This is an optimization exercise on Yosys and OpenROAD, whose aim is small area, a short achievable clock period and few clock cycles, not a production implementation.
Function was checked by simulation only, so behaviour that the tests miss may differ from the original.
No activity file was given, so power comes from the tool's default toggle rates.

## north
==> flow/design.v <==
package evs_pkg;
  localparam logic [1:0] K_WT  = 2'd0;   
  localparam logic [1:0] K_GW  = 2'd1;   
  localparam logic [1:0] K_RT  = 2'd2;   
  localparam logic [1:0] K_SGL = 2'd3;   
endpackage
`timescale 1ns/1ps
module evs_finder_top (
  input  logic        clk,
  input  logic        reset,
  input  logic        cmd_start,
  input  logic [2:0]  cmd_op,
  input  logic [41:0] cmd_adr_target,
  input  logic [41:0] cmd_adr_search,
  input  logic [9:0]  cmd_threshold,
  input  logic [9:0]  cmd_wait_cycles,
  input  logic [3:0]  cmd_evs_wanted,
  input  logic [15:0] cmd_guess_limit,
  input  logic        cmd_large_page,
  output logic        mem_req_valid,
  output logic        mem_req_write,
  output logic [41:0] mem_req_addr,
  input  logic        mem_ack,
  input  logic [3:0]  evs_rd_index,
  output logic        op_done,
  output logic [9:0]  op_timing,
  output logic [3:0]  evs_count,
  output logic [41:0] evs_rd_data
);
  logic [41:0] target_q;
  logic [25:0] base_hi;      
  logic [4:0]  base_lo;      
  logic [15:0] rem;          
  logic        rem_0;        
  logic [9:0]  thr_m1;       
  logic        thr_le1;      
  logic [9:0]  wait_m1;      
  logic        wait_0;       
  logic [3:0]  need_q;       
  logic        large_q;
  logic        idle;         
  logic        start;        
  logic        waitack;      
  logic        waitw;        
  logic        is_wb;        
  logic [1:0]  kind;         
  logic        req_valid;
  logic        req_write;
  logic [9:0]  lat;          
  logic [16:0] g;            
  logic        g_full;       
  logic [3:0]  count;
  logic [15:0] slot [15];
  logic [3:0]  wr_lo;
  logic [41:0] addr_q;
  logic        slow;         
  logic        launch;       
  logic        at_limit;
  logic        wait_hit;     
  logic        rt_ack;
  logic        found;
  logic        rt_done;
  logic [9:0]  lat_inc;
  logic [15:0] rb_m;
  logic [16:0] g_inc;
  logic [16:0] sel_g;
  logic [25:0] hi_p1;
  logic [25:0] hi_sel;
  logic [15:0] rb_grp [4];
  logic [41:0] gaddr;
  logic [15:0] srch_mid;
  assign at_limit = rem_0;
  assign rt_ack   = waitack && mem_ack && (kind == evs_pkg::K_RT);
  assign found    = rt_ack && slow;
  assign rt_done  = rt_ack && ((slow && count == need_q) || at_limit);
  assign lat_inc  = (lat == 10'h3FF) ? lat : lat + 10'd1;
  assign g_inc    = {g[16] | g_full, g[15:0] + 16'd1};
  logic [3:0]  sel_idx;
  logic [16:0] busy_g;
  assign busy_g  = (kind == evs_pkg::K_RT) ? g_inc : g;
  assign sel_idx = evs_rd_index | {4{!idle}};
  always_comb begin
    for (int j = 0; j < 4; j++) begin
      case (sel_idx[1:0])
        2'd0: rb_grp[j] = slot[4*j];
        2'd1: rb_grp[j] = slot[4*j+1];
        2'd2: rb_grp[j] = slot[4*j+2];
        default: rb_grp[j] = (j == 3) ? busy_g[15:0] : slot[4*j+3];
      endcase
    end
    rb_m = rb_grp[sel_idx[3:2]];
  end
  assign sel_g = {idle ? (evs_rd_index >= wr_lo) : busy_g[16], rb_m};
  assign hi_p1 = base_hi + (large_q ? 26'd1 : 26'd32);
  assign hi_sel = sel_g[16] ? hi_p1 : base_hi;
  assign gaddr[41:21] = hi_sel[25:5];
  assign gaddr[20:16] = large_q ? hi_sel[4:0]  : sel_g[15:11];
  assign gaddr[15:5]  = large_q ? sel_g[15:5] : sel_g[10:0];
  assign gaddr[4:0]   = large_q ? sel_g[4:0]  : base_lo;
  assign srch_mid = cmd_large_page ? cmd_adr_search[15:0] : cmd_adr_search[20:5];
  always_ff @(posedge clk) begin
    if (idle && cmd_start) begin
      target_q <= cmd_adr_target;
      base_hi  <= cmd_adr_search[41:16];
      base_lo  <= cmd_adr_search[4:0];
      thr_m1   <= cmd_threshold - 10'd1;
      thr_le1  <= (cmd_threshold <= 10'd1);
      wait_m1  <= cmd_wait_cycles - 10'd1;
      wait_0   <= (cmd_wait_cycles == 10'd0);
      need_q   <= (cmd_evs_wanted == 4'd0) ? 4'd0 : cmd_evs_wanted - 4'd1;
      large_q  <= cmd_large_page;
      is_wb    <= (cmd_op == 3'd2);
    end
  end
  always_ff @(posedge clk) begin
    if (reset) begin
      idle      <= 1'b1;
      start     <= 1'b0;
      waitack   <= 1'b0;
      waitw     <= 1'b0;
      req_valid <= 1'b0;
      lat       <= '0;
      count     <= '0;
    end else begin
      req_valid <= 1'b0;
      if (idle && cmd_start) begin
        count <= '0;
        if (!cmd_op[2]) begin
          idle  <= 1'b0;
          start <= 1'b1;
        end
      end
      if (start) begin
        start     <= 1'b0;
        waitack   <= 1'b1;
        req_valid <= 1'b1;
        lat       <= 10'd1;
      end
      if (waitack) begin
        if (!mem_ack) begin
          lat <= lat_inc;
        end else begin
          case (kind)
            evs_pkg::K_WT, evs_pkg::K_GW: begin
              waitack <= 1'b0;
              waitw   <= 1'b1;
              lat     <= '0;
            end
            evs_pkg::K_RT: begin
              if (found) count <= count + 4'd1;
              if (rt_done) begin
                waitack <= 1'b0;
                idle    <= 1'b1;
              end else begin
                req_valid <= 1'b1;
                lat       <= 10'd1;
              end
            end
            default: begin
              waitack <= 1'b0;
              if (is_wb) waitw <= 1'b1;
              else       idle  <= 1'b1;
            end
          endcase
        end
      end
      if (waitw) begin
        if (wait_hit) begin
          waitw <= 1'b0;
          if (kind == evs_pkg::K_SGL) begin
            idle <= 1'b1;
          end else begin
            waitack   <= 1'b1;
            req_valid <= 1'b1;
            lat       <= 10'd1;
          end
        end else if (!is_wb) begin
          lat <= lat_inc;
        end
      end
    end
  end
  always_ff @(posedge clk) begin
    if (idle && cmd_start) begin
      kind      <= (cmd_op == 3'd0) ? evs_pkg::K_WT : evs_pkg::K_SGL;
      req_write <= (cmd_op != 3'd3);
      g         <= {1'b0, srch_mid};
      g_full    <= &srch_mid;
      wr_lo     <= '0;
    end else if (waitack && mem_ack) begin
      if (kind == evs_pkg::K_WT) kind <= evs_pkg::K_GW;
      if (kind == evs_pkg::K_GW) kind <= evs_pkg::K_RT;
      if (kind == evs_pkg::K_RT) begin
        kind      <= slow ? evs_pkg::K_WT : evs_pkg::K_GW;
        req_write <= 1'b1;
        g         <= g_inc;
        g_full    <= (g[15:0] == 16'hFFFE);
        if (slow && !g[16]) wr_lo <= count + 4'd1;
      end
      if (kind == evs_pkg::K_SGL) g <= '0;
    end else if (waitw) begin
      req_write <= (kind == evs_pkg::K_GW);
      if (is_wb) g <= g_inc;
    end
  end
  assign launch = start
               || (waitw && wait_hit && kind != evs_pkg::K_SGL)
               || (rt_ack && !rt_done);
  always_ff @(posedge clk) begin
    slow <= launch ? thr_le1 : (slow || lat == thr_m1);
  end
  always_ff @(posedge clk) begin
    wait_hit <= (waitack && mem_ack) ? wait_0 : ((is_wb ? g[9:0] : lat) == wait_m1);
  end
  always_ff @(posedge clk) begin
    if (idle && cmd_start) begin
      rem   <= cmd_guess_limit;
      rem_0 <= (cmd_guess_limit == 16'd0);
    end else if (rt_ack) begin
      rem   <= rem - 16'd1;
      rem_0 <= (rem == 16'd1);
    end
  end
  always_ff @(posedge clk) begin
    for (int k = 0; k < 15; k++) begin
      if (found && count == 4'(k)) slot[k] <= g[15:0];
    end
  end
  logic addr_tgt;
  assign addr_tgt = !idle && (start
                           || (waitw && kind != evs_pkg::K_GW)
                           || (waitack && kind == evs_pkg::K_RT && slow && mem_ack));
  always_ff @(posedge clk) begin
    addr_q <= addr_tgt ? target_q : gaddr;
  end
  assign op_done       = idle;
  assign op_timing     = lat;
  assign evs_count     = count;
  assign evs_rd_data   = addr_q;
  assign mem_req_valid = req_valid;
  assign mem_req_write = req_write;
  assign mem_req_addr  = addr_q;
endmodule
Settings: LEC_CHECK=0, CAP_MARGIN=20, CORE_MARGIN=2, CORE_UTILIZATION=60, CTS_CLUSTER_DIAMETER=100, CTS_CLUSTER_SIZE=30, SETUP_SLACK_MARGIN=2.6, SLEW_MARGIN=20; clock period 5.0 ns.
standard.sh (not shown) runs the stock make flow with config.mk's settings and CLKGATE_MAP_FILE= SYNTH_SCRIPT=/design/flow/synth_recipe.tcl, a recipe that flattens the netlist after the stock synthesis.
==> flow/flow/run.sh <==
#!/bin/bash
# The standard layout, with the smallest buffer on every port instead of the
# delay-cell buffer buffer_ports picks by default. The timing repair may still
# upsize any port buffer on a critical path.
set -euo pipefail
export BUFFER_PORTS_ARGS="-buffer_cell sky130_fd_sc_hd__buf_1"
bash standard.sh > standard_flow.log 2>&1
Both conditions hold for north: the flow ran to the end and the final layout passed the timing, design-rule and antenna checks.
Testbench counts of north, summed over its fixed seeds: cycles 144,010.
[inputs] south vs north
Settings: CTS_CLUSTER_DIAMETER: 100 -> 70.
Findings:
north -> south: total non-filler cell area in the finished layout increased by a few percent
Relative to north, the count of cells along the worst register-to-register path of south is lower by 1.
Number of fill cells, north and south, lower one = south.
> inputs changed (south -> east)
Settings: CORE_UTILIZATION: 60 -> 50; CTS_CLUSTER_SIZE: 30 -> 20; CTS_CLUSTER_DIAMETER: 70 -> 80.
The flow did not stop early for east: all stages ran, and the layout cleared the timing, design-rule and antenna checks. Per the comparison of east with south, combinational fraction of design power rose 1.3 points; proportion of power drawn by flip-flops and latches increased 4.1 points; required time of the critical path went up; die outline width rose about 9%. Against south, east reports a number of antenna violations at the first check in global routing that is higher.

==> afterwards: timing with drivers on the ports <==
Ports are ideal in the flow. The routed layouts listed here were re-timed in OpenROAD. Step 1, drivers: a clkbuf_16 drives clk and a buf_2 each remaining input, both assumed. Step 2, shift: input delay + t, output delay - t, t = (earliest + latest rising clock arrival at the registers) / 2. This alone moves slack from input paths to output paths. Slacks: ideal / step 1 / step 2; pairs: ideal / step 1.
run	t (ns)	setup WS [ns]	hold WS [ns]	worst setup path after step 2	pins driven straight from the clock port
north	0.595	2.604 / 2.516 / 1.921	0.456 / 0.456 / 0.456	input to register	1
south	0.589	2.553 / 2.412 / 1.823	0.448 / 0.448 / 0.448	input to register	1
east	0.635	2.583 / 2.534 / 1.899	0.453 / 0.453 / 0.453	input to register	1
After both steps setup and hold are still met in every run listed. The setup slack of south, which loses most, moves by -0.141 ns with the drivers and by -0.730 ns with both steps.
